What follows belongs to an exercise in optimizing a design on an open flow for small area and a short achievable clock period; a production flow would make more cautious choices. At most, simulation tests tie the RTL to the original design; equivalence was not proved. Function not checked in runs 4, 5 and 7: the RTL went through the layout flow alone.

File: flow/design.v
module finv_pipe #(
   parameter int LATENCY = 2
) (
   input  logic        clk,
   input  logic        rst,
   input  logic        valid_in,
   input  logic [31:0] x,
   output logic        valid_out,
   output logic [31:0] y,
   output logic        ovf
);
   if (LATENCY != 2) begin : g_latency_check
      $error("finv_pipe: only LATENCY=2 is implemented");
   end
   localparam int ND = 12;    
   localparam int W  = 25;    
   localparam int KA = 2;     
   localparam int LB = 11;    
   function automatic logic [3:0] qsel_f(input logic [6:0] s, input logic [6:0] c,
                                         input logic [2:0] d3);
      logic signed [6:0] n, m2, m1, m0, mm1;
      logic ge2, ge1, ge0, gem1;
      n = $signed(s + c);
      m1 = d3[2] ? 7'sd6 : 7'sd4;
      m0 = d3[2] ? -7'sd8 : -7'sd5;
      case (d3)
         3'd0: begin m2 = 7'sd12; mm1 = -7'sd13; end
         3'd1: begin m2 = 7'sd14; mm1 = -7'sd15; end
         3'd2: begin m2 = 7'sd15; mm1 = -7'sd16; end
         3'd3: begin m2 = 7'sd16; mm1 = -7'sd18; end
         3'd4: begin m2 = 7'sd18; mm1 = -7'sd20; end
         3'd5: begin m2 = 7'sd20; mm1 = -7'sd20; end
         3'd6: begin m2 = 7'sd22; mm1 = -7'sd22; end
         default: begin m2 = 7'sd24; mm1 = -7'sd24; end
      endcase
      ge2  = (n >= m2);
      ge1  = (n >= m1);
      ge0  = (n >= m0);
      gem1 = (n >= mm1);
      qsel_f = {ge1, ~ge0, ge2 | ~gem1, (ge1 & ~ge2) | (gem1 & ~ge0)};
   endfunction
   logic        s_a;
   logic [7:0]  e_a;
   logic [22:0] f_a;
   logic [22:0] mf_a;      
   logic        nan_a, inf_a, zro_a;
   logic [7:0]  eb_a;      
   logic [W-1:0] dm_a;
   assign s_a = x[31];
   assign e_a = x[30:23];
   assign f_a = x[22:0];
   always_comb begin
      nan_a = (e_a == 8'hFF) && (f_a != 23'h0);
      zro_a = ((e_a == 8'hFF) && (f_a == 23'h0)) || (e_a == 8'hFE);
      inf_a = (e_a == 8'h00) && (f_a[22:21] == 2'b00);
      if (e_a != 8'h00) begin
         mf_a = f_a;
         eb_a = 8'd253 - e_a;
      end else if (f_a[22]) begin
         mf_a = {f_a[21:0], 1'b0};
         eb_a = 8'd253;
      end else begin
         mf_a = {f_a[20:0], 2'b00};
         eb_a = 8'd254;
      end
   end
   logic [KA+1:0][W-1:0] as, ac;
   logic [KA+1:2][2:0]   qa;
   assign dm_a  = {2'b01, mf_a};
   assign as[1] = ~(mf_a[22] ? dm_a : (dm_a << 1));
   assign ac[1] = W'(1) + (W'(1) << 24);
   for (genvar j = 2; j <= KA + 1; j++) begin : g_arow
      logic [3:0]   q;
      logic [W-1:0] s4, c4, op;
      assign q  = qsel_f(as[j-1][W-1:W-7], ac[j-1][W-1:W-7], mf_a[22:20]);
      assign qa[j] = q[2:0];
      assign s4 = as[j-1] << 2;
      assign c4 = ac[j-1] << 2;
      assign op = ((q[1] ? (dm_a << 1) : '0) | (q[0] ? dm_a : '0)) ^ {W{q[3]}};
      assign as[j] = s4 ^ c4 ^ op;
      assign ac[j] = {(s4[W-2:0] & c4[W-2:0]) | (s4[W-2:0] & op[W-2:0]) | (c4[W-2:0] & op[W-2:0]), q[3]};
   end
   logic         v1, s1, nan1, zro1, inf1;
   logic [7:0]   eb1;
   logic [22:0]  mf1;
   logic [KA+1:2][2:0] qa1;
   always_ff @(posedge clk) begin
      if (rst) v1 <= 1'b0;
      else     v1 <= valid_in;
      s1   <= s_a;
      nan1 <= nan_a;
      zro1 <= zro_a;
      inf1 <= inf_a;
      eb1  <= eb_a;
      mf1  <= mf_a;
      qa1  <= qa;
   end
   logic         s2, nan2, zro2, inf2;
   logic [7:0]   eb2;
   logic [22:0]  mf2;
   logic [W-1:0] ws2;
   logic [W-1:0] wc2;
   logic [LB:2]  qn2, qt2, qo2;
   logic [W-1:0] dm2;
   assign dm2 = {2'b01, mf2};
   logic [W-1:0] dm;
   logic [ND:0][W-1:0] ws, wc;
   logic [ND:0]  qn, q2, q1;    
   assign dm    = {2'b01, mf1};
   assign ws[1] = ~(mf1[22] ? dm : (dm << 1));
   assign wc[1] = W'(1) + (W'(1) << 24);
   for (genvar j = 2; j <= ND; j++) begin : g_row
      logic [3:0]   q;
      logic [W-1:0] s_in, c_in, m, s4, c4, op;
      logic [2:0]   d3;
      if (j == LB + 1) begin : g_c2
         assign s_in = ws2;
         assign c_in = wc2;
      end else begin : g_c1
         assign s_in = ws[j-1];
         assign c_in = wc[j-1];
      end
      assign m  = (j <= LB) ? dm : dm2;
      assign d3 = (j <= LB) ? mf1[22:20] : mf2[22:20];
      if (j <= KA + 1) begin : g_qa
         assign q = {~qa1[j][2] & (qa1[j][1] | qa1[j][0]), qa1[j]};
      end else begin : g_qs
         assign q = qsel_f(s_in[W-1:W-7], c_in[W-1:W-7], d3);
      end
      assign qn[j] = q[2];
      assign q2[j] = q[1];
      assign q1[j] = q[0];
      assign s4 = s_in << 2;
      assign c4 = c_in << 2;
      assign op = ((q[1] ? (m << 1) : '0) | (q[0] ? m : '0)) ^ {W{q[3]}};
      assign ws[j][1:0] = op[1:0];
      assign wc[j][0]   = q[3];
      assign wc[j][2:1] = 2'b00;
      for (genvar i = 2; i < W; i++) begin : g_b
         if (j == 2 || i == 3 || i == 4 || i == W - 1) begin : g_l
            if (i < W - 1) begin : g_c
               assign {wc[j][i+1], ws[j][i]} = 2'(s4[i]) + 2'(c4[i]) + 2'(op[i]);
            end else begin : g_t
               assign ws[j][i] = s4[i] ^ c4[i] ^ op[i];
            end
         end else begin : g_f
            finv_fa u_f (.a(s4[i]), .b(c4[i]), .c(op[i]), .s(ws[j][i]), .co(wc[j][i+1]));
         end
      end
   end
   always_ff @(posedge clk) begin
      if (rst) valid_out <= 1'b0;
      else     valid_out <= v1;
      s2   <= s1;
      nan2 <= nan1;
      zro2 <= zro1;
      inf2 <= inf1;
      eb2  <= eb1;
      mf2  <= mf1;
      ws2  <= ws[LB];
      wc2  <= {wc[LB][W-1:3], 2'b00, wc[LB][0]};
      qn2  <= qn[LB:2];
      qt2  <= q2[LB:2];
      qo2  <= q1[LB:2];
   end
   logic [W+1:0] mx, tp, tm;
   logic         up, dn;
   assign mx = {4'b0001, mf2};
   logic [W-1:0] fs, fc;
   if (LB == ND) begin : g_fr
      assign fs = ws2;
      assign fc = wc2;
   end else begin : g_fw
      assign fs = ws[ND];
      assign fc = wc[ND];
   end
   assign tp = {fs, 2'b00} + {fc, 2'b00} - mx;
   assign tm = {fs, 2'b00} + {fc, 2'b00} + mx;
   assign up = ~tp[W+1];
   assign dn = tm[W+1];
   logic [23:0] pv, nv, sq;
   always_comb begin
      pv = '0;
      nv = '0;
      pv[23:22] = {~mf2[22], mf2[22]};
      for (int j = 2; j <= ND; j++) begin
         if (j <= LB) begin
            pv[2*(ND-j) +: 2] = {qt2[j] & ~qn2[j], qo2[j] & ~qn2[j]};
            nv[2*(ND-j) +: 2] = {qt2[j] & qn2[j], qo2[j] & qn2[j]};
         end else begin
            pv[2*(ND-j) +: 2] = {q2[j] & ~qn[j], q1[j] & ~qn[j]};
            nv[2*(ND-j) +: 2] = {q2[j] & qn[j], q1[j] & qn[j]};
         end
      end
   end
   logic [23:0] sq0, sq1;
   assign sq0 = pv + ~nv;
   assign sq1 = pv + ~nv + 24'd1;
   function automatic logic [32:0] pack(input logic [23:0] sq, input logic b0,
                                        input logic s, input logic nan, input logic inf,
                                        input logic zro, input logic [7:0] eb,
                                        input logic [22:0] mf);
      logic cy, of, uf;
      cy = sq[23];
      of = (eb == 8'd254) && cy;
      uf = (eb == 8'd0) && !cy;
      if (nan)
         pack = {1'b0, s, 8'hFF, 1'b1, mf[21:0]};
      else if (inf || (!zro && of))
         pack = {1'b1, s, 8'hFF, 23'h0};
      else if (!zro && !uf)
         pack = {1'b0, s, cy ? eb + 8'd1 : eb, sq[21:0], b0};
      else
         pack = 33'h0;
   endfunction
   logic [32:0] r0, r1;
   assign r0 = pack(sq0, 1'b1, s2, nan2, inf2, zro2, eb2, mf2);
   assign r1 = pack(sq1, up, s2, nan2, inf2, zro2, eb2, mf2);
   assign {ovf, y} = dn ? r0 : r1;
endmodule
module finv_fa (
   input  logic a,
   input  logic b,
   input  logic c,
   output logic s,
   output logic co
);
   assign s  = a ^ b ^ c;
   assign co = (a & b) | (a & c) | (b & c);
endmodule
File: flow/constraint.sdc
create_clock -name core_clock -period 125.0 [get_ports {clk}]
set_input_delay 25.0000 -clock core_clock [delete_from_list [all_inputs] [get_ports {clk}]]
set_output_delay 25.0000 -clock core_clock [all_outputs]
set_load 0.01 [all_outputs]
File: flow/standard.sh
#!/bin/bash
# synth_recipe.tcl (not shown) runs the flow's synth.tcl, then flattens the netlist and writes it again
# the make line also repeats each setting of config.mk as NAME=value (left out here)
make -C /OpenROAD-flow-scripts/flow DESIGN_CONFIG=/design/flow/config.mk WORK_HOME=/design/flow/orfs CLKGATE_MAP_FILE= SYNTH_SCRIPT=/design/flow/synth_recipe.tcl "${@:-finish}"
File: flow/config.mk
export PLATFORM = sky130hd
export DESIGN_NAME = finv_pipe
export DESIGN_NICKNAME = finv_pipe
export VERILOG_FILES = /design/flow/design.v
export SDC_FILE = /design/flow/constraint.sdc
export NUM_CORES = 4
export LEC_CHECK = 0
export ABC_AREA = 1
export CAP_MARGIN = 20
export CORE_MARGIN = 2
export CORE_UTILIZATION = 40
export CTS_BUF_LIST = sky130_fd_sc_hd__clkbuf_4 sky130_fd_sc_hd__clkbuf_8
export SLEW_MARGIN = 20
export SYNTH_HIERARCHICAL = 1
export SYNTH_MINIMUM_KEEP_SIZE = 0
File: flow/flow/run.sh
#!/bin/bash
set -euo pipefail
bash standard.sh "BUFFER_PORTS_ARGS=-buffer_cell sky130_fd_sc_hd__buf_2" SETUP_SLACK_MARGIN=91 finish > make.log 2>&1
==> flow_summary.json, run 1 <==
{
  "ys_seq_elements": 156,
  "yosys-top-cells-area": "fa_1, ha_1, dfxtp_1",
  "cp-start-kind": "register",
  "grt_pass1_vias": 20340,
  "place_congestion": 0.8964,
  "netlist_instances": 3048,
  "drive_gt1_frac": 0.1055,
  "layout_min_cycle_time_ns": 33.53,
  "critPathBufInv": 5,
  "synth_top_cell_area_share": 0.1754,
  "cts.root.buffer_cell": "clkbuf_8",
  "fin_nets": 3634,
  "rsz0062_at_grt": "false",
  "ys_seq_area_frac": 0.1303,
  "cts.sinks": 156,
  "design.core.area_sq_um": 59130,
  "crit_fanout": 19,
  "clk_latency_ns": 0.53,
  "cts_tree": "done",
  "die_w_microns": 248.8,
  "fill_cells": 5926,
  "wl_per_cell_microns": 19.17,
  "worst_pin_slew_ns": 1.059,
  "hold_path.class": "reg2reg",
  "syn_area_sq_um": 23970,
  "drt_iter0_markers": 1734,
  "setup_viol": 0,
  "synth_area_per_cell_sq_um": 7.865,
  "track_usage": 0.2344,
  "vias": 21130,
  "viasPerCell": 5.455,
  "die-area_sq_um": 61910,
  "cp-end-kind": "output port",
  "ys_async_sr_fraction": 0,
  "path_class": "reg2out",
  "synthDistinctLibCells": 63,
  "drtAntennaViolNets": 0,
  "crit_top_cell": "nand2_1",
  "grt_max_degree": 74,
  "synthFlopType": "dfxtp_1",
  "grt_pass1_wl_microns": 115200,
  "yosys.cell_count.top_type": "nand2_1",
  "area_growth_pct": 9.337,
  "relSlewSlack": 0.2943,
  "crit_family": "compound AO/OA/AOI/OAI gates",
  "syn-num-nets": 3596,
  "outcome": "complete, no violations",
  "max_stage_delay_ns": 0.50,
  "antenna_found_initial": 3,
  "ctsHoldBuffers": 0,
  "start_util": 0.4054,
  "place.detailed.hpwl_microns": 56790,
  "first_pass_iters": 6,
  "max-cap-violations": 0,
  "path_clk_slew_ns": 0.10,
  "cts_max_path_buffers": 2,
  "synth_top_area_cell": "fa_1",
  "yosysWarnings": 7,
  "tns_ns": 0,
  "yosys-top-cells-count": "nand2_1, inv_1, xor2_1",
  "io_buffers": 68,
  "die_h_microns": 248.8,
  "rows": 89,
  "ioPinCount": 69,
  "htree_num_levels": 4,
  "crit_arrival_ns": 8.53,
  "fmax_mhz": 29.82,
  "hold_viol": 0,
  "cts_buffers": 17,
  "drcViolationCount": 0,
  "finalCritPeriodShare": 0.2682,
  "drv_slew": 0,
  "crit_required_ns": 100.00,
  "grt_overflow": 0,
  "skew_ns": 0.03126,
  "slowest_stage": "fa_1",
  "synth_edf_count": 0,
  "drt-total-wl_microns": 74250
}
## through the flow
step                  util  area, sq um  std cells  hold slack (ns)  worst slack (ns)
floorplan                -        23970       3048           0.3096             92.31
global placement    0.4220        24950       3787           0.3096             89.18
detailed placement  0.4220        24950       3787           0.3121             89.23
CTS                 0.4327        25590       3833           0.3307             91.02
global route        0.4433        26210       3873           0.3344             90.97
finish              0.4433        26210       3873           0.3270             91.47
## modules after synthesis (local to each module, per instance)
module	flip-flops and latches	area (sq um)	cells
finv_fa	0	20.02	1
finv_pipe	156	19970	2848
## state kept, by name, indices dropped and copies added (netlist names), 8 cells and up
register	cells
qt2	10
wc2	23
mf2	23
ws2	25
eb1	8
eb2	8
qn2	10
mf1	23
qo2	10
## worst reg2reg max path: cells and delay by family, from the launching register on
kind,cells,cell delay (ns)
simple gates,46,5.92
compound gates,42,6.75
buf+inv,23,4.29
xor+xnor,15,3.13
fa+ha+maj,27,10.45
flops,1,0.69
## cell families (layout without fill, tap and decap cells)
family,count (synthesis),after routing,synth area share
DFF,156,156,0.1303
xor gates and xnor gates,352,352,0.1286
and+or+nand+nor,858,858,0.1560
AOI/OAI and AO/OA,652,653,0.1690
muxes,1,1,0.0004176
other,0,1,0
buffers and inverters,515,565,0.08184
adders and majority gates,514,514,0.3339
## cells in the final DEF (no fill, tap or decap), types with 9 or more instances in the layout
cell type,n
a31oi_1,18
clkbuf_8,18
xor2_1,324
nand3_1,101
fa_1,208
clkinvlp_4,12
a211oi_1,18
ha_1,296
a21o_1,10
inv_1,342
buf_2,68
nand2_2,25
inv_4,10
o22ai_1,223
o21ai_1,9
a21oi_2,9
nand2_1,468
nor2_1,144
inv_2,11
clkinv_1,17
nand3_2,12
nand4_1,34
buf_4,52
o221ai_1,32
dfxtp_1,152
o211ai_1,11
xnor2_1,24
or2_2,11
a21oi_1,126
o21ai_0,121
nor3_1,21
## final timing paths
kind	end	depth (start not counted)	start	slack [ns]
max	y[4]	48	ws2[18]	91.47
min	eb2[2]	0	eb1[2]	0.33
max reg2reg	ws2[22]	153	mf1[16]	93.61
min reg2reg	eb2[2]	0	eb1[2]	0.33
## layer usage
metal,up-vias,part of all wire,GRT usage
met5,-,0.00018,0
met4,2,0.028,0.07342
met3,101,0.060,0.03386
met2,621,0.46,0.3838
met1,10030,0.45,0.3182
li1,10380,-,-
## repair_timing
action / in CTS / in global routing
cloned: 2 / 8
pin swaps: 8 / 36
resized for setup: 37 / 94
endpoints found under the hold margin: 0 / 0
setup buffers: 12 / 31
endpoints found under the setup margin: 81 / 84
## final cells by class
type                    instances  area (sq um)  share of cell area
clock inverters                14         115.1            0.004392
diodes                          1         2.502          0.00009547
well taps                     773         967.2             0.03690
repair buffers                129         884.6             0.03375
repair inverters                7         35.03            0.001337
multi-input cells            2378         19240              0.7341
inverters                     397          1589             0.06062
flip-flops and latches        156          3128              0.1193
clock buffers                  18         247.7            0.009452
==> run 2: changes to the inputs <==
==> flow/run.sh (new file) <==
#!/bin/bash
# synth_recipe.tcl (not shown) runs the flow's synth.tcl, then flattens the netlist and writes it again
# the make line also repeats each setting of config.mk as NAME=value (left out here)
make -C /OpenROAD-flow-scripts/flow DESIGN_CONFIG=/design/flow/config.mk WORK_HOME=/design/flow/orfs CLKGATE_MAP_FILE= SYNTH_SCRIPT=/design/flow/synth_recipe.tcl finish
--- a/flow/config.mk
+++ b/flow/config.mk
@@ -10,5 +10,4 @@
 export CORE_MARGIN = 2
 export CORE_UTILIZATION = 40
-export CTS_BUF_LIST = sky130_fd_sc_hd__clkbuf_4 sky130_fd_sc_hd__clkbuf_8
 export SLEW_MARGIN = 20
 export SYNTH_HIERARCHICAL = 1
removed: flow/flow/run.sh
removed: flow/standard.sh
==> run 2 against run 1 <==
Still clean. Register-to-register slack worse by 3.7 ns. Non-clock buffer count fell by 44. Synthesized cell count unchanged. Via count is 1.2% lower. Worst setup slack lost 3.3 ns. Design area down 1.3%. Global-route usage grew 0.49 points. Die area stayed put. Critical path type unchanged. Highest routed layer is now met4.
==> flow_summary.json, run 2 <==
{
  "outcome": "complete, no violations",
  "grt_pass1_vias": 20420,
  "cts.root.buffer_cell": "clkbuf_16",
  "first_pass_iters": 9,
  "crit_family": "simple AND/OR/NAND/NOR gates",
  "relSlewSlack": 0.2780,
  "layout_commonest_cell": "nand2_1",
  "die_w_microns": 248.8,
  "syn_area_sq_um": 23970,
  "yosys.cell_count.top_type": "nand2_1",
  "grt_max_degree": 47,
  "rsz0062_at_grt": "false",
  "layout_min_cycle_time_ns": 36.84,
  "design.core.area_sq_um": 59130,
  "tns_ns": 0,
  "worst_pin_slew_ns": 1.081,
  "cts_resized": 0,
  "synth_edf_count": 0,
  "die-area_sq_um": 61910,
  "crit_top_cell": "nand2_1",
  "yosysWarnings": 7,
  "cp-end-kind": "output port",
  "cts_buffers": 17,
  "post_cts_buffers": 0,
  "skew_ns": 0.02167,
  "slowest_stage": "clkinv_1",
  "clk_latency_ns": 0.46,
  "wl_per_cell_microns": 19.38,
  "io_buffers": 68,
  "fin_nets": 3582,
  "drtAntennaViolNets": 0,
  "place.detailed.hpwl_microns": 57580,
  "fmax_mhz": 27.14,
  "viasPerCell": 5.464,
  "max-cap-violations": 0,
  "ys_async_sr_fraction": 0,
  "cts_max_path_buffers": 2,
  "ys_seq_elements": 156,
  "critPathBufInv": 5,
  "synth_area_per_cell_sq_um": 7.865,
  "cp-start-kind": "register",
  "start_util": 0.4054,
  "top_register": "ws2",
  "largest_reg_flops": 25,
  "cts_tree": "done",
  "place_congestion": 0.9051,
  "hold_viol": 0,
  "grt_pass1_wl_microns": 117300,
  "antenna-diode-count": 0,
  "area_growth_pct": 7.907,
  "vias": 20870,
  "die_h_microns": 248.8,
  "antenna_found_initial": 3,
  "setup_viol": 0,
  "max_stage_delay_ns": 0.72,
  "crit_required_ns": 100.00,
  "grt_overflow": 0,
  "netlist_instances": 3048,
  "finalCritPeriodShare": 0.2947,
  "yosys-top-cells-area": "fa_1, ha_1, dfxtp_1",
  "track_usage": 0.2393,
  "path_clk_slew_ns": 0.07,
  "yosys-top-cells-count": "nand2_1, inv_1, xor2_1",
  "cts.sinks": 156,
  "mostFrequentLayoutCells": "nand2_1, inv_1, xor2_1",
  "synthDistinctLibCells": 63,
  "drive_gt1_frac": 0.04266,
  "synth_top_cell_area_share": 0.1754,
  "syn-num-nets": 3596,
  "drt_iter0_markers": 1538,
  "drv_slew": 0,
  "synthFlopType": "dfxtp_1",
  "ioPinCount": 69,
  "crit_arrival_ns": 11.84,
  "crit_fanout": 28,
  "drcViolationCount": 0,
  "ctsHoldBuffers": 0,
  "path_class": "reg2out",
  "synth_top_area_cell": "fa_1",
  "post-route-util": 0.4375,
  "htree_num_levels": 4,
  "drt-total-wl_microns": 74020,
  "rows": 89,
  "hold_path.class": "reg2reg",
  "ys_seq_area_frac": 0.1303
}
## run 2: Yosys stat by module (local to each module, per instance)
module | copies in the design | cell area, sq um | flip-flops and latches | cells
finv_pipe | 1 | 19970 | 156 | 2848
finv_fa | 200 | 20.02 | 0 | 1
## run 2: area by class of cell
cell class	instances	area [sq um]
Fill cell	5990	33260
Inverter	397	1490
Multi-Input combinational cell	2377	18910
Clock buffer	18	429.2
Timing Repair Buffer	85	805.8
Tap cell	773	967.2
Sequential cell	156	3124
Clock inverter	14	142.6
## run 2: per-stage QoR
stage	setup WS [ns]	hold WS, ns	instances	cell area, sq um
CTS	88.28	0.3196	3820	25870
floorplan	92.31	0.3096	3048	23970
finish	88.16	0.3230	3820	25870
global placement	88.80	0.3103	3787	25290
detailed placement	88.83	0.3128	3788	25300
global route	86.89	0.3269	3820	25870
## run 2: logic make-up (layout without fill, tap and decap cells)
group | count (synthesis) | after routing | share of synthesized area
AO/OA/AOI/OAI | 652 | 652 | 0.1690
XOR/XNOR | 352 | 352 | 0.1286
adder cells (fa/ha/maj) | 514 | 514 | 0.3339
buffers and inverters | 515 | 514 | 0.08184
flip-flops | 156 | 156 | 0.1303
multiplexers | 1 | 1 | 0.0004176
AND/OR/NAND/NOR | 858 | 858 | 0.1560
## run 2: worst paths after layout
path / cells after the start / to / slack [ns] / from
worst min register to register: 0 / s2 / 0.32 / s1
worst min-delay path: 0 / s2 / 0.32 / s1
worst max-delay path: 52 / y[3] / 88.16 / ws2[18]
worst max register to register: 155 / ws2[22] / 89.87 / mf1[15]
## run 2: metal layers
metal  vias up  GRT usage  share of wire
li1      10280          -              -
met1      9901     0.3228           0.45
met2       597     0.3921           0.46
met3        96    0.03950          0.061
met4         0    0.07186          0.028
met5         -          0              0
==> run 3: changes to the inputs <==
==> flow/flow/run.sh (new file) <==
#!/bin/bash
set -euo pipefail
bash standard.sh "BUFFER_PORTS_ARGS=-buffer_cell sky130_fd_sc_hd__buf_2" SETUP_SLACK_MARGIN=90 finish > make.log 2>&1
==> flow/standard.sh (new file) <==
#!/bin/bash
# synth_recipe.tcl (not shown) runs the flow's synth.tcl, then flattens the netlist and writes it again
# the make line also repeats each setting of config.mk as NAME=value (left out here)
make -C /OpenROAD-flow-scripts/flow DESIGN_CONFIG=/design/flow/config.mk WORK_HOME=/design/flow/orfs CLKGATE_MAP_FILE= SYNTH_SCRIPT=/design/flow/synth_recipe.tcl "${@:-finish}"
--- a/flow/config.mk
+++ b/flow/config.mk
@@ -9,5 +9,6 @@
 export CAP_MARGIN = 20
 export CORE_MARGIN = 2
-export CORE_UTILIZATION = 40
+export CORE_UTILIZATION = 60
+export CTS_BUF_LIST = sky130_fd_sc_hd__clkbuf_4 sky130_fd_sc_hd__clkbuf_8
 export SLEW_MARGIN = 20
 export SYNTH_HIERARCHICAL = 1
removed: flow/run.sh
==> run 3 against run 2 <==
Worst setup slack better by 2.4 ns. Critical endpoint is now y[20]. Clock skew increased by 0.0095 ns. Clock-buffer cell count is the same. Largest cell class unchanged. Still clean on timing, DRC and antenna. Synthesized area is the same. First-iteration DRC count grew 31%. Via count rose by 4.4%.
==> flow_summary.json, run 3 <==
{
  "first_pass_iters": 7,
  "skew_ns": 0.03119,
  "max_stage_delay_ns": 0.41,
  "worst_pin_slew_ns": 0.9748,
  "ff_latch_area_sq_um": 3124,
  "tns_ns": 0,
  "layout_min_cycle_time_ns": 34.47,
  "crit_required_ns": 100.00,
  "drt_iter0_markers": 2013,
  "cts.sinks": 156,
  "grt_overflow": 0,
  "synthFlopType": "dfxtp_1",
  "crit_arrival_ns": 9.47,
  "place.detailed.hpwl_microns": 57780,
  "antenna-diode-count": 0,
  "ioPinCount": 69,
  "viasPerCell": 6.064,
  "cp-end-kind": "output port",
  "clk_latency_ns": 0.51,
  "hold_path.class": "reg2reg",
  "yosys.cell_count.top_type": "nand2_1",
  "instances_no_fill": 3594,
  "io_buffers": 68,
  "ys_seq_elements": 156,
  "die-area_sq_um": 41570,
  "finalCritPeriodShare": 0.2757,
  "cp-start-kind": "register",
  "gr-usage-met1": 0.4810,
  "max-cap-violations": 0,
  "track_usage": 0.3602,
  "rsz0062_at_grt": "true",
  "place_congestion": 0.9728,
  "crit_top_cell": "nand2_1",
  "synth_area_per_cell_sq_um": 7.865,
  "syn-num-nets": 3596,
  "synth_edf_count": 0,
  "htree_num_levels": 4,
  "cts_tree": "done",
  "yosys-top-cells-area": "fa_1, ha_1, dfxtp_1",
  "dpl.cell_count": 3544,
  "antenna_found_initial": 0,
  "slowest_stage": "fa_1",
  "setup_viol": 0,
  "drv_slew": 0,
  "drive_gt1_frac": 0.07983,
  "largest_reg_flops": 25,
  "path_clk_slew_ns": 0.11,
  "yosys-top-cells-count": "nand2_1, inv_1, xor2_1",
  "relSlewSlack": 0.3478,
  "yosysWarnings": 7,
  "die_w_microns": 203.9,
  "drcViolationCount": 0,
  "outcome": "complete, no violations",
  "synth_top_area_cell": "fa_1",
  "gr-usage-met3": 0.06776,
  "post-route-util": 0.6417,
  "drtAntennaViolNets": 0,
  "grt_pass1_vias": 21530,
  "syn_area_sq_um": 23970,
  "top_register": "ws2",
  "design.core.area_sq_um": 39550,
  "vias": 21800,
  "fill_cells": 3569,
  "grt_max_degree": 53,
  "drt-total-wl_microns": 74710,
  "wl_per_cell_microns": 20.79,
  "start_util": 0.6062,
  "mostFrequentLayoutCells": "nand2_1, inv_1, xor2_1",
  "ys_seq_area_frac": 0.1303,
  "cts_buffers": 17,
  "hold_viol": 0,
  "multi_input_area_sq_um": 18950,
  "fin_nets": 3604,
  "cts_max_path_buffers": 2,
  "cts.root.buffer_cell": "clkbuf_8",
  "fmax_mhz": 29.01,
  "die_h_microns": 203.9,
  "crit_fanout": 19,
  "area_growth_pct": 5.872,
  "synthDistinctLibCells": 63,
  "synth_top_cell_area_share": 0.1754,
  "rows": 73,
  "use_met2": 0.5813,
  "grt_busiest_layer": "met2",
  "netlist_instances": 3048,
  "grt_pass1_wl_microns": 117100,
  "path_class": "reg2out",
  "layout_commonest_cell": "nand2_1",
  "ys_async_sr_fraction": 0
}
[run 3: cell counts after synthesis]
No cell type changed its count.
[run 3: layout make-up]
cell class | count | share of cell area
Multi-Input combinational cell | 2377 | 0.7466
Timing Repair inverter | 7 | 0.001380
Timing Repair Buffer | 100 | 0.02435
Sequential cell | 156 | 0.1231
Tap cell | 525 | 0.02588
Inverter | 397 | 0.06246
Clock inverter | 14 | 0.006507
Clock buffer | 18 | 0.009761
[run 3: worst max-delay path: cells and delay by family (launching register included)]
family                   cells  cell delay, ns
AO/OA/AOI/OAI               17            2.42
XOR/XNOR                     3            0.67
adder cells (fa/ha/maj)      5            1.69
buffers and inverters        7            1.29
flip-flops                   1            0.36
AND/OR/NAND/NOR             22            2.50
[run 3: final timing paths]
kind              cells after the start  startpoint      end  slack, ns
hold / removal                        0      eb1[4]   eb2[4]       0.33
setup reg to reg                    154     mf1[12]  ws2[12]      92.29
setup / recovery                     54     wc2[18]    y[20]      90.53
hold reg to reg                       0      eb1[4]   eb2[4]       0.33
[run 3: what timing repair did]
| item | in CTS | in global routing |
|---|---|---|
| setup endpoints to repair | 33 | 84 |
| gates cloned | 0 | 8 |
| gates resized for setup | 8 | 51 |
| buffers inserted | 0 | 10 |
| hold buffers | 0 | 0 |
| endpoints found under the hold margin | 0 | 0 |
| pin swaps | 0 | 2 |
[run 3: per-layer routing]
metal	routed length (microns)	share of wire
met3	5724	0.077
met4	2696	0.036
met2	33980	0.45
met1	32310	0.43
met5	0	0
[run 3: modules after synthesis (local to each module, per instance)]
module,cells,flip-flops and latches,area (sq um),copies in the design
finv_pipe,2848,156,19970,1
finv_fa,1,0,20.02,200
[run 3: stage by stage]
stage	hold slack [ns]	worst slack, ns	cell area, sq um
2_1_floorplan	0.3096	92.31	23970
3_3_place_gp	0.3101	89.33	24660
3_5_place_dp	0.3128	89.26	24660
4_1_cts	0.3287	90.07	25100
5_1_grt	0.3416	89.98	25380
6_report	0.3266	90.53	25380
[run 3: kinds of logic after synthesis]
logic type	synth area share
compound gates	0.1690
buf+inv	0.08184
fa+ha+maj	0.3339
flops	0.1303
mux	0.0004176
simple gates	0.1560
xor+xnor	0.1286
==> run 4: changes to the inputs <==
--- a/flow/design.v
+++ b/flow/design.v
@@ -15,5 +15,5 @@
    localparam int ND = 12;    
    localparam int W  = 25;    
-   localparam int KA = 2;     
+   localparam int KA = 3;     
    localparam int LB = 11;    
    function automatic logic [3:0] qsel_f(input logic [6:0] s, input logic [6:0] c,
--- a/flow/config.mk
+++ b/flow/config.mk
@@ -9,5 +9,5 @@
 export CAP_MARGIN = 20
 export CORE_MARGIN = 2
-export CORE_UTILIZATION = 60
+export CORE_UTILIZATION = 40
 export CTS_BUF_LIST = sky130_fd_sc_hd__clkbuf_4 sky130_fd_sc_hd__clkbuf_8
 export SLEW_MARGIN = 20
==> run 4 against run 3 <==
Critical path type is now in2reg. Sequential share of layout area decreased by 0.23 points. Largest cell class unchanged. First-iteration DRC count decreased by 22%. Clock-buffer cell count unchanged. Wire length rose by 0.17%. Flip-flop and latch count increased by 3. Synthesized cell count rose by 2.0%. Clock skew down 0.0062 ns. Highest routed layer unchanged. Critical endpoint is now qa1[6]. Final cell count grew 9.0%. Worst hold slack improved by 0.013 ns.
==> flow_summary.json, run 4 <==
{
  "finalCritPeriodShare": 0.2756,
  "drt_iter0_markers": 1579,
  "vias": 21540,
  "cts.root.buffer_cell": "clkbuf_8",
  "syn_area_sq_um": 24720,
  "critPathBufInv": 13,
  "place_congestion": 0.9226,
  "cts.sinks": 159,
  "netlist_instances": 3110,
  "drcViolationCount": 0,
  "drtAntennaViolNets": 0,
  "crit_family": "compound AO/OA/AOI/OAI gates",
  "crit_required_ns": 125.40,
  "synthDistinctLibCells": 77,
  "antenna_found_initial": 0,
  "max_stage_delay_ns": 0.54,
  "track_usage": 0.2339,
  "die_h_microns": 252.6,
  "cts_max_path_buffers": 2,
  "fmax_mhz": 29.03,
  "io_buffers": 68,
  "dpl.cell_count": 3870,
  "grt_max_degree": 45,
  "path_clk_slew_ns": 0.11,
  "drv_slew": 0,
  "synthFlopType": "dfxtp_1",
  "first_pass_iters": 7,
  "ys_seq_area_frac": 0.1288,
  "post-route-util": 0.4296,
  "rows": 91,
  "die-area_sq_um": 63800,
  "slowest_stage": "fa_1",
  "synth_top_area_cell": "fa_1",
  "mostFrequentLayoutCells": "nand2_1, inv_1, xor2_1",
  "cts_buffers": 17,
  "yosysWarnings": 7,
  "crit_fanout": 23,
  "ioPinCount": 69,
  "wl_per_cell_microns": 19.10,
  "yosys-top-cells-area": "fa_1, ha_1, dfxtp_1",
  "ff2ff_setup_slack_ns": 92.71,
  "yosys.cell_count.top_type": "nand2_1",
  "place.detailed.hpwl_microns": 58140,
  "drt-total-wl_microns": 74840,
  "relSlewSlack": 0.2725,
  "outcome": "complete, no violations",
  "path_class": "in2reg",
  "layout_commonest_cell": "nand2_1",
  "max-cap-violations": 0,
  "rsz0062_at_grt": "true",
  "fill_cells": 6134,
  "worst_pin_slew_ns": 1.089,
  "dp_slack_ns": 89.04,
  "htree_num_levels": 4,
  "drive_gt1_frac": 0.09143,
  "ys_async_sr_fraction": 0,
  "start_util": 0.4028,
  "grt_pass1_vias": 20850,
  "viasPerCell": 5.497,
  "die_w_microns": 252.6,
  "layout_min_cycle_time_ns": 34.44,
  "fin_ws_ns": 90.56,
  "ys_seq_elements": 159,
  "hold_path.class": "reg2reg",
  "ctsHoldBuffers": 0,
  "skew_ns": 0.02496,
  "yosys-top-cells-count": "nand2_1, inv_1, xor2_1",
  "cp-end-kind": "register",
  "cts_tree": "done",
  "syn-num-nets": 3665,
  "synth_edf_count": 0,
  "synth_area_per_cell_sq_um": 7.948,
  "hold_viol": 0,
  "top_register": "ws2",
  "setup_viol": 0,
  "clk_latency_ns": 0.50,
  "largest_reg_flops": 25,
  "grt_pass1_wl_microns": 117800,
  "tns_ns": 0,
  "design.core.area_sq_um": 61370,
  "fin_nets": 3670,
  "area_growth_pct": 6.651,
  "crit_arrival_ns": 34.85,
  "cp-start-kind": "input port",
  "crit_top_cell": "nor2_1",
  "instances_no_fill": 3919,
  "synth_top_cell_area_share": 0.1741,
  "grt_overflow": 0
}
==> run 4: worst paths after layout <==
path | endpoint | cells past startpoint | from
setup reg to reg | ws2[2] | 129 | mf1[13]
hold / removal | s2 | 0 | s1
hold reg to reg | s2 | 0 | s1
setup / recovery | qa1[6] | 56 | x[23]
==> run 4: cell type report <==
cell class	count	area [sq um]	share of cell area
multi-input cells	2445	19650	0.7453
flip-flops and latches	159	3184	0.1208
inverters	383	1469	0.05572
well taps	790	988.4	0.03749
repair buffers	108	658.1	0.02496
clock buffers	18	241.5	0.009160
clock inverters	14	166.4	0.006312
repair inverters	1	5.005	0.0001898
diodes	1	2.502	0.00009492
==> run 4: Yosys stat by module (local to each module, per instance) <==
| module | flops+latches | times used | cell area, sq um |
|---|---|---|---|
| finv_pipe | 159 | 1 | 20730 |
| finv_fa | 0 | 199 | 20.02 |
==> run 4: metal layers <==
layer,wire (microns),up-vias,global-route usage
met5,0,-,0
met4,1825,0,0.06881
met3,3798,79,0.02338
met2,34750,614,0.3859
met1,34460,10350,0.3230
li1,-,10500,-
==> run 4: through the flow <==
stage | hold slack [ns] | instance area [sq um]
floorplan | 0.3096 | 24720
global route | 0.3455 | 26360
CTS | 0.3386 | 26190
finish | 0.3396 | 26360
detailed placement | 0.3121 | 25680
global placement | 0.3102 | 25680
==> run 4: cell families after synthesis <==
logic type	synth area share
buf+inv	0.08327
flops	0.1288
fa+ha+maj	0.3285
compound gates	0.1698
simple gates	0.1615
xor+xnor	0.1282
==> run 4: what timing repair did <==
item	4_1_cts	5_1_grt
cloned	1	2
hold endpoints to repair	0	0
pin swaps	0	5
endpoints found under the setup margin	36	36
buffers inserted	6	7
gates resized for setup	14	28
==> run 5: changes to the inputs <==
--- a/flow/design.v
+++ b/flow/design.v
@@ -15,6 +15,6 @@
    localparam int ND = 12;    
    localparam int W  = 25;    
-   localparam int KA = 3;     
-   localparam int LB = 11;    
+   localparam int KA = 2;     
+   localparam int LB = 12;    
    function automatic logic [3:0] qsel_f(input logic [6:0] s, input logic [6:0] c,
                                          input logic [2:0] d3);
==> run 5 against run 4 <==
Final cell count down 2.7%. Clock-buffer cell count rose by 1. Critical endpoint is now qa1[3]. Synthesized cell count is 4.0% lower. Sequential share of layout area grew 0.19 points. Critical path type unchanged. Global-route usage grew 1.8 points. Synthesized area shrank 3.1%. Register-to-register slack worse by 0.69 ns. Design area shrank 0.69%. Worst hold slack lost 0.0072 ns. Non-clock buffer count rose by 27. Wire length is 8.1% higher.
==> flow_summary.json, run 5 <==
{
  "grt_busiest_layer": "met2",
  "cts_max_path_buffers": 2,
  "cts_buffers": 17,
  "rr_startpoint": "mf1[20]",
  "cts_tree": "done",
  "drcViolationCount": 0,
  "die-area_sq_um": 61850,
  "start_util": 0.4051,
  "ys_seq_area_frac": 0.1329,
  "synthDistinctLibCells": 60,
  "synthFlopType": "dfxtp_1",
  "die_h_microns": 248.7,
  "fin_nets": 3582,
  "grt_pass1_vias": 20700,
  "crit_top_cell": "inv_1",
  "crit_required_ns": 125.40,
  "grt_pass1_wl_microns": 120400,
  "crit_arrival_ns": 33.82,
  "grt_max_degree": 55,
  "max-cap-violations": 0,
  "syn-num-nets": 3542,
  "area_growth_pct": 9.309,
  "path_clk_slew_ns": 0.09,
  "crit_path_start": "x[23]",
  "ys_async_sr_fraction": 0,
  "ys_seq_elements": 159,
  "relSlewSlack": 0.2670,
  "grt_overflow": 0,
  "hold_viol": 0,
  "die_w_microns": 248.7,
  "cts.root.buffer_cell": "clkbuf_8",
  "dpl.cell_count": 3710,
  "slowest_stage": "o22ai_1",
  "drt_iter0_markers": 1735,
  "synth_area_per_cell_sq_um": 8.019,
  "multi_input_area_sq_um": 19010,
  "worst_pin_slew_ns": 1.098,
  "layout_commonest_cell": "nand2_1",
  "post-route-util": 0.4428,
  "htree_num_levels": 4,
  "use_met2": 0.4059,
  "max_stage_delay_ns": 0.79,
  "skew_ns": 0.02879,
  "io_buffers": 68,
  "hold_path.class": "reg2reg",
  "netlist_instances": 2987,
  "place.detailed.hpwl_microns": 59500,
  "antenna_found_initial": 1,
  "synth_top_cell_area_share": 0.1755,
  "vias": 21500,
  "finalCritPeriodShare": 0.2674,
  "yosys.cell_count.top_type": "nand2_1",
  "yosys-top-cells-area": "fa_1, ha_1, dfxtp_1",
  "rr_endpoint": "ws2[16]",
  "ff2ff_setup_slack_ns": 92.02,
  "synth_edf_count": 0,
  "mostFrequentLayoutCells": "nand2_1, inv_1, xor2_1",
  "cp-end-kind": "register",
  "syn_area_sq_um": 23950,
  "path_class": "in2reg",
  "track_usage": 0.2516,
  "antenna-diode-count": 0,
  "yosysWarnings": 7,
  "tns_ns": 0,
  "instances_no_fill": 3812,
  "cp-start-kind": "input port",
  "crit_end": "qa1[3]",
  "synth_top_area_cell": "fa_1",
  "drive_gt1_frac": 0.1194,
  "drtAntennaViolNets": 0,
  "crit_fanout": 22,
  "layout_min_cycle_time_ns": 33.42,
  "largest_reg_flops": 25,
  "outcome": "complete, no violations",
  "ff_latch_area_sq_um": 3212,
  "design.core.area_sq_um": 59130,
  "rows": 89,
  "ctsHoldBuffers": 0,
  "fmax_mhz": 29.92,
  "cts.sinks": 159,
  "gr-usage-met3": 0.05246,
  "place_congestion": 0.9600,
  "clk_latency_ns": 0.53,
  "gr-usage-met1": 0.3246,
  "r2r_cells": 166,
  "setup_viol": 0,
  "rsz0062_at_grt": "false",
  "viasPerCell": 5.639,
  "ioPinCount": 69,
  "first_pass_iters": 7,
  "drt-total-wl_microns": 80890,
  "fill_cells": 5804,
  "yosys-top-cells-count": "nand2_1, inv_1, xor2_1",
  "top_register": "ws2",
  "drv_slew": 0,
  "wl_per_cell_microns": 21.22
}
[run 5: logic make-up after synthesis]
kind of cell	count (synthesis)	share of synthesized area
simple gates	808	0.1539
compound gates	635	0.1656
buf+inv	520	0.08389
fa+ha+maj	520	0.3375
xor+xnor	344	0.1258
flops	159	0.1329
mux	1	0.0004179
[run 5: worst min path at each step]
stage / slack (ns) / cells past startpoint / end / start
3_3_place_gp: 0.31 / 0 / eb2[3] / eb1[3]
4_1_cts: 0.33 / 0 / nan2 / nan1
3_5_place_dp: 0.31 / 0 / eb2[3] / eb1[3]
5_1_grt: 0.34 / 0 / eb2[3] / eb1[3]
6_report: 0.33 / 0 / nan2 / nan1
2_1_floorplan: 0.31 / 0 / eb2[0] / eb1[0]
[run 5: cell type report]
class                           count  share of cell area
Clock buffer                       19            0.009510
Clock inverter                     12            0.004779
Inverter                          380             0.06041
Multi-Input combinational cell   2313              0.7260
Sequential cell                   159              0.1227
Tap cell                          773             0.03694
Timing Repair Buffer              135             0.03522
Timing Repair inverter             21            0.004444
[run 5: metrics by stage]
| stage | area (sq um) | hold slack, ns | setup WS, ns |
|---|---|---|---|
| CTS | 25470 | 0.3329 | 90.04 |
| detailed placement | 24870 | 0.3121 | 87.98 |
| global route | 26180 | 0.3352 | 89.80 |
| floorplan | 23950 | 0.3096 | 93.83 |
| finish | 26180 | 0.3324 | 91.58 |
| global placement | 24870 | 0.3126 | 89.16 |
[run 5: layer usage]
layer,part of all wire,vias to the layer above
li1,-,10190
met1,0.42,10350
met2,0.45,768
met3,0.075,192
met4,0.045,2
met5,0.0014,-
[run 5: Yosys stat by module (local to each module, per instance)]
module,cell area (sq um),flip-flops and latches
finv_fa,20.02,0
finv_pipe,19950,159
[run 5: worst max-delay path: cells and delay by family]
kind,cells,cell delay (ns)
xor+xnor,4,0.73
simple gates,10,2.62
fa+ha+maj,4,1.19
compound gates,10,2.44
buf+inv,9,1.82
[run 5: repair_timing]
| item | 4_1_cts | 5_1_grt |
|---|---|---|
| setup buffers | 5 | 38 |
| cloned | 13 | 15 |
| hold endpoints to repair | 0 | 0 |
| resized for setup | 36 | 76 |
| setup endpoints to repair | 51 | 51 |
| pin swaps | 0 | 11 |
==> run 6: changes to the inputs <==
--- a/flow/design.v
+++ b/flow/design.v
@@ -16,5 +16,5 @@
    localparam int W  = 25;    
    localparam int KA = 2;     
-   localparam int LB = 12;    
+   localparam int LB = 11;    
    function automatic logic [3:0] qsel_f(input logic [6:0] s, input logic [6:0] c,
                                          input logic [2:0] d3);
==> run 6 against run 5 <==
Clock-buffer cell count down 1. Design area down 2.0%. Still clean on timing, DRC and antenna. Wire length down 9.4%. Maximum frequency down 2.6%. Via count down 2.4%. Worst setup slack worse by 0.89 ns. Utilization down 0.89 points. Critical path depth up 16. Critical endpoint is now y[22].
==> flow_summary.json, run 6 <==
{
  "synth_edf_count": 0,
  "first_pass_iters": 8,
  "cts.root.buffer_cell": "clkbuf_8",
  "area_growth_pct": 7.010,
  "fmax_mhz": 29.14,
  "antenna_found_initial": 2,
  "design.core.area_sq_um": 59130,
  "fin_nets": 3606,
  "cts_buffers": 17,
  "die_w_microns": 248.8,
  "tns_ns": 0,
  "grt_busiest_layer": "met2",
  "worst_pin_slew_ns": 1.083,
  "drt-total-wl_microns": 73270,
  "ys_seq_elements": 156,
  "ioPinCount": 69,
  "start_util": 0.4054,
  "ff_latch_area_sq_um": 3124,
  "rows": 89,
  "layout_min_cycle_time_ns": 34.31,
  "drcViolationCount": 0,
  "synthDistinctLibCells": 63,
  "htree_num_levels": 4,
  "drv_slew": 0,
  "crit_fanout": 28,
  "max-cap-violations": 0,
  "yosys-top-cells-area": "fa_1, ha_1, dfxtp_1",
  "netlist_instances": 3048,
  "ctsHoldBuffers": 0,
  "cp-end-kind": "output port",
  "grt_max_degree": 74,
  "ys_async_sr_fraction": 0,
  "cts.sinks": 156,
  "hold_path.class": "reg2reg",
  "rsz0062_at_grt": "false",
  "place.detailed.hpwl_microns": 56790,
  "synthFlopType": "dfxtp_1",
  "cp-start-kind": "register",
  "crit_arrival_ns": 9.31,
  "path_class": "reg2out",
  "largest_reg_flops": 25,
  "drtAntennaViolNets": 0,
  "ys_seq_area_frac": 0.1303,
  "grt_overflow": 0,
  "synth_top_area_cell": "fa_1",
  "drt_iter0_markers": 1759,
  "dp_slack_ns": 89.23,
  "layout_commonest_cell": "nand2_1",
  "crit_required_ns": 100.00,
  "syn-num-nets": 3596,
  "mostFrequentLayoutCells": "nand2_1, inv_1, xor2_1",
  "place_congestion": 0.8964,
  "gr-usage-met1": 0.3164,
  "use_met2": 0.3805,
  "max_stage_delay_ns": 0.41,
  "fin_ws_ns": 90.69,
  "synth_area_per_cell_sq_um": 7.865,
  "finalCritPeriodShare": 0.2745,
  "track_usage": 0.2326,
  "multi_input_area_sq_um": 18980,
  "drive_gt1_frac": 0.08173,
  "top_register": "ws2",
  "skew_ns": 0.03231,
  "io_buffers": 68,
  "cts_max_path_buffers": 2,
  "die_h_microns": 248.8,
  "clk_latency_ns": 0.53,
  "outcome": "complete, no violations",
  "hold_viol": 0,
  "wl_per_cell_microns": 19.06,
  "yosysWarnings": 7,
  "setup_viol": 0,
  "gr-usage-met3": 0.03260,
  "fill_cells": 5984,
  "vias": 20970,
  "die-area_sq_um": 61910,
  "viasPerCell": 5.454,
  "grt_pass1_vias": 20240,
  "cts_tree": "done",
  "crit_top_cell": "nand2_1",
  "grt_pass1_wl_microns": 114500,
  "relSlewSlack": 0.2761,
  "synth_top_cell_area_share": 0.1754,
  "yosys.cell_count.top_type": "nand2_1",
  "yosys-top-cells-count": "nand2_1, inv_1, xor2_1",
  "syn_area_sq_um": 23970,
  "path_clk_slew_ns": 0.09,
  "slowest_stage": "fa_1"
}
-- run 6: cell types whose count changed in the layout (fill, tap and decap cells not counted), moves of 11 or more --
cell        delta
nand2_1       +38
nor2_1        +35
buf_4         -28
o21ai_0       +19
clkinv_1      +17
nand2_2       -15
o21a_1        -14
clkinvlp_2    -12
xor2_1        +11
-- run 6: layout make-up --
type	instances	area share
repair buffers	102	0.02370
inverters	397	0.06165
flip-flops and latches	156	0.1218
clock inverters	14	0.004487
clock buffers	18	0.009657
diodes	1	0.00009755
multi-input cells	2378	0.7397
well taps	773	0.03770
repair inverters	6	0.001171
-- run 6: worst max-delay path, delay by kind of cell (launching register included) --
| kind | cells | cell delay (ns) |
|---|---|---|
| buf+inv | 8 | 1.29 |
| fa+ha+maj | 5 | 1.66 |
| compound gates | 16 | 2.64 |
| xor+xnor | 3 | 0.50 |
| simple gates | 21 | 2.37 |
| flops | 1 | 0.34 |
-- run 6: cells by family (layout without fill, tap and decap cells) --
kind of cell	Yosys count	count (layout)	share of synthesized area
muxes	1	1	0.0004176
DFF	156	156	0.1303
buffers and inverters	515	537	0.08184
AOI/OAI and AO/OA	652	652	0.1690
adders and majority gates	514	514	0.3339
other	0	1	0
xor gates and xnor gates	352	352	0.1286
and+or+nand+nor	858	859	0.1560
-- run 6: final timing paths --
check | startpoint | end | slack, ns | depth (start not counted)
worst min register to register | eb1[2] | eb2[2] | 0.33 | 0
worst max register to register | qa1[0] | ws2[20] | 92.72 | 149
worst max-delay path | ws2[18] | y[22] | 90.69 | 53
worst min-delay path | eb1[2] | eb2[2] | 0.33 | 0
-- run 6: metal layers --
metal | vias to the layer above | routed length, microns | share of wire
met2 | 616 | 33660 | 0.46
met5 | - | 94 | 0.0013
met3 | 99 | 3989 | 0.054
li1 | 10320 | - | -
met1 | 9931 | 33350 | 0.46
met4 | 2 | 2167 | 0.030
-- run 6: timing repair --
action	4_1_cts	5_1_grt
setup endpoints to repair	33	84
cloned	0	7
pin swaps	0	1
gates resized for setup	8	48
buffers inserted	0	18
-- run 6: stage by stage --
stage	util	hold WS [ns]	std cells	area (sq um)
after detailed placement	0.4220	0.3121	3787	24950
after global routing	0.4338	0.3344	3845	25650
after global placement	0.4220	0.3096	3787	24950
after floorplan	-	0.3096	3048	23970
final	0.4338	0.3305	3845	25650
after CTS	0.4285	0.3307	3819	25340
-- run 6: Yosys stat by module, one instance, submodules excluded --
module | cells inside | cell area [sq um] | copies in the design | flip-flops and latches
finv_pipe | 2848 | 19970 | 1 | 156
finv_fa | 1 | 20.02 | 200 | 0
==> run 7: changes to the inputs <==
--- a/flow/design.v
+++ b/flow/design.v
@@ -46,5 +46,4 @@
    logic        nan_a, inf_a, zro_a;
    logic [7:0]  eb_a;      
-   logic [W-1:0] dm_a;
    assign s_a = x[31];
    assign e_a = x[30:23];
@@ -65,20 +64,9 @@
       end
    end
-   logic [KA+1:0][W-1:0] as, ac;
-   logic [KA+1:2][2:0]   qa;
-   assign dm_a  = {2'b01, mf_a};
-   assign as[1] = ~(mf_a[22] ? dm_a : (dm_a << 1));
-   assign ac[1] = W'(1) + (W'(1) << 24);
-   for (genvar j = 2; j <= KA + 1; j++) begin : g_arow
-      logic [3:0]   q;
-      logic [W-1:0] s4, c4, op;
-      assign q  = qsel_f(as[j-1][W-1:W-7], ac[j-1][W-1:W-7], mf_a[22:20]);
-      assign qa[j] = q[2:0];
-      assign s4 = as[j-1] << 2;
-      assign c4 = ac[j-1] << 2;
-      assign op = ((q[1] ? (dm_a << 1) : '0) | (q[0] ? dm_a : '0)) ^ {W{q[3]}};
-      assign as[j] = s4 ^ c4 ^ op;
-      assign ac[j] = {(s4[W-2:0] & c4[W-2:0]) | (s4[W-2:0] & op[W-2:0]) | (c4[W-2:0] & op[W-2:0]), q[3]};
-   end
+   localparam logic [191:0] Q2TBL = 192'h000000000249249249249249db6db6db6db6d6db6db68000;
+   localparam logic [1535:0] Q3TBL = 1536'h000000000000000000249249249249249249249249249249249249249249249249492492db6db6db6db6db6db6db6db6db6db6db6dadb6db6db6db6db6db6db6db6db6d000000000000000000000000000000000249249249249249249249249db6db6db6db6db6db6db6db6db6dadb6db6db6db6db6db6db6db6da00000000000000000049249249249249249249252492492db6db6db6d6db6db6db6db6db6d00000000000000004924924924924a492db6db6db6dadb6db6db6db40000000;
+   logic [KA+1:2][2:0] qa;
+   assign qa[2] = Q2TBL[3 * mf_a[22:17] +: 3];
+   assign qa[3] = Q3TBL[3 * mf_a[22:14] +: 3];
    logic         v1, s1, nan1, zro1, inf1;
    logic [7:0]   eb1;
==> run 7 against run 6 <==
Largest cell class unchanged. Worst setup slack worse by 0.18 ns. Via count rose by 0.52%. Highest routed layer unchanged.
==> flow_summary.json, run 7 <==
{
  "fin_ws_ns": 90.51,
  "cp-start-kind": "register",
  "grt_overflow": 0,
  "yosys-top-cells-area": "fa_1, ha_1, dfxtp_1",
  "synth_edf_count": 0,
  "synthFlopType": "dfxtp_1",
  "max_stage_delay_ns": 0.73,
  "area_growth_pct": 7.892,
  "finalCritPeriodShare": 0.2759,
  "slowest_stage": "dfxtp_1",
  "dpl.cell_count": 3691,
  "ioPinCount": 69,
  "die_h_microns": 245.5,
  "place.detailed.hpwl_microns": 62240,
  "cts_max_path_buffers": 2,
  "first_pass_iters": 5,
  "crit_fanout": 25,
  "rr_startpoint": "mf1[18]",
  "design.core.area_sq_um": 57700,
  "rsz0062_at_grt": "true",
  "clk_latency_ns": 0.51,
  "r2r_cells": 157,
  "cp.depth": 45,
  "syn-num-nets": 3471,
  "drt_iter0_markers": 1632,
  "ys_seq_elements": 156,
  "drv_slew": 0,
  "viasPerCell": 5.619,
  "mostFrequentLayoutCells": "nand2_1, xor2_1, inv_1",
  "netlist_instances": 2954,
  "crit_arrival_ns": 9.49,
  "tns_ns": 0,
  "top_register": "ws2",
  "relSlewSlack": 0.2770,
  "rows": 88,
  "drive_gt1_frac": 0.09481,
  "dp_slack_ns": 89.73,
  "synth_top_area_cell": "fa_1",
  "hold_path.class": "reg2reg",
  "synth_area_per_cell_sq_um": 7.895,
  "io_buffers": 68,
  "instances_no_fill": 3751,
  "crit_family": "compound AO/OA/AOI/OAI gates",
  "yosys.cell_count.top_type": "nand2_1",
  "outcome": "complete, no violations",
  "fill_cells": 5835,
  "cts_buffers": 17,
  "ff2ff_setup_slack_ns": 92.47,
  "crit_path_start": "mf2[22]",
  "drtAntennaViolNets": 0,
  "critPathBufInv": 4,
  "hold_viol": 0,
  "grt_max_degree": 32,
  "worst_pin_slew_ns": 1.083,
  "htree_num_levels": 4,
  "place_congestion": 0.9982,
  "layout_min_cycle_time_ns": 34.49,
  "drt-total-wl_microns": 79210,
  "cts.root.buffer_cell": "clkbuf_8",
  "rr_endpoint": "ws2[16]",
  "cts.sinks": 156,
  "path_class": "reg2out",
  "max-cap-violations": 0,
  "fmax_mhz": 28.99,
  "cts_tree": "done",
  "cp-end-kind": "output port",
  "layout_commonest_cell": "nand2_1",
  "syn_area_sq_um": 23320,
  "grt_pass1_vias": 20600,
  "ys_async_sr_fraction": 0,
  "vias": 21080,
  "yosys-top-cells-count": "nand2_1, xor2_1, inv_1",
  "die-area_sq_um": 60250,
  "skew_ns": 0.02643,
  "synthDistinctLibCells": 67,
  "antenna_found_initial": 3,
  "grt_pass1_wl_microns": 121400,
  "yosysWarnings": 7,
  "drcViolationCount": 0,
  "track_usage": 0.2601,
  "wl_per_cell_microns": 21.12,
  "setup_viol": 0,
  "crit_required_ns": 100.00,
  "ctsHoldBuffers": 0,
  "die_w_microns": 245.5,
  "largest_reg_flops": 25,
  "crit_end": "y[20]",
  "ys_seq_area_frac": 0.1339,
  "path_clk_slew_ns": 0.10,
  "fin_nets": 3489,
  "start_util": 0.4042,
  "synth_top_cell_area_share": 0.1794
}
[run 7: Yosys stat by module (local to each module, per instance)]
module	area [sq um]	flip-flops and latches
finv_pipe	19320	156
finv_fa	20.02	0
[run 7: worst min-delay path by stage]
stage,endpoint,slack [ns],from,cells past startpoint
floorplan,eb2[0],0.31,eb1[0],0
global route,eb2[5],0.34,eb1[5],0
finish,eb2[7],0.33,eb1[7],0
CTS,eb2[7],0.33,eb1[7],0
detailed placement,eb2[2],0.31,eb1[2],0
global placement,eb2[6],0.31,eb1[6],0
[run 7: kinds of logic (layout without fill, tap and decap cells)]
group                    after synthesis  after routing  synth area share
AO/OA/AOI/OAI                        641            642            0.1698
XOR/XNOR                             347            347            0.1303
adder cells (fa/ha/maj)              483            483            0.3263
buffers and inverters                485            515           0.08036
flip-flops                           156            156            0.1339
multiplexers                           1              1         0.0004292
other                                  0              1                 0
AND/OR/NAND/NOR                      841            841            0.1589
[run 7: timing repair]
item / in CTS / in global routing
gates cloned: 0 / 12
setup endpoints to repair: 22 / 84
endpoints found under the hold margin: 0 / 0
buffers inserted: 0 / 14
pin swaps: 0 / 3
gates resized for setup: 7 / 53
[run 7: cell type report]
class	instances	area (sq um)	share of cell area
Sequential cell	156	3124	0.1242
Timing Repair Buffer	104	613.1	0.02436
Antenna cell	1	2.502	0.00009945
Timing Repair inverter	11	55.05	0.002188
Inverter	368	1474	0.05857
Clock buffer	18	247.7	0.009845
Tap cell	765	957.2	0.03804
Clock inverter	14	195.2	0.007757
Multi-Input combinational cell	2314	18490	0.7350
[run 7: stage by stage]
step	hold WS, ns	instance area (sq um)	utilization
2_1_floorplan	0.3096	23320	-
3_3_place_gp	0.3126	24300	0.4212
3_5_place_dp	0.3143	24320	0.4215
4_1_cts	0.3343	24800	0.4298
5_1_grt	0.3408	25160	0.4361
6_report	0.3342	25160	0.4361
[run 7: metal layers]
metal,GRT usage,routed length (microns),up-vias
met3,0.03460,4972,140
li1,-,-,9990
met4,0.1087,3314,2
met1,0.3534,34990,10190
met2,0.4150,35930,757
met5,0,12,-

[what the ideal ports hide]
In the flow no input, the clock included, has a driving cell. The finished layouts below were timed again as built, in two steps.
Step 1: set_driving_cell puts a clkbuf_16 on clk and a buf_2 on each other input, an assumption about the parent block.
Step 2 moves the port delays by t, midway between the first and last clock arrival at a register: inputs arrive t later, outputs are due t later. That takes back most of the time a late clock gives input paths.
Three values: no drivers, after step 1, after step 2; two values: the first two.
run	shift t [ns]	slack for setup (ns)	clock arrival spread, ns	worst register clock-pin slew, ns	pins driven straight from the clock port
run 1	0.569	91.471 / 91.418 / 91.513	0.039 / 0.039	0.12 / 0.12	1
run 2	0.522	88.159 / 88.096 / 88.618	0.033 / 0.034	0.09 / 0.09	1
run 3	0.544	90.533 / 90.486 / 91.030	0.032 / 0.031	0.12 / 0.12	1
run 4	0.540	90.556 / 90.579 / 90.040	0.026 / 0.025	0.11 / 0.11	1
run 5	0.567	91.576 / 91.611 / 91.045	0.031 / 0.031	0.12 / 0.12	1
run 6	0.564	90.687 / 90.630 / 91.194	0.041 / 0.041	0.12 / 0.12	1
run 7	0.550	90.507 / 90.459 / 91.009	0.036 / 0.036	0.12 / 0.12	1
After both steps setup and hold are still met in every run listed. For run 5, which loses most, drivers alone change the setup slack by +0.035 ns; drivers and shift together by -0.531 ns.
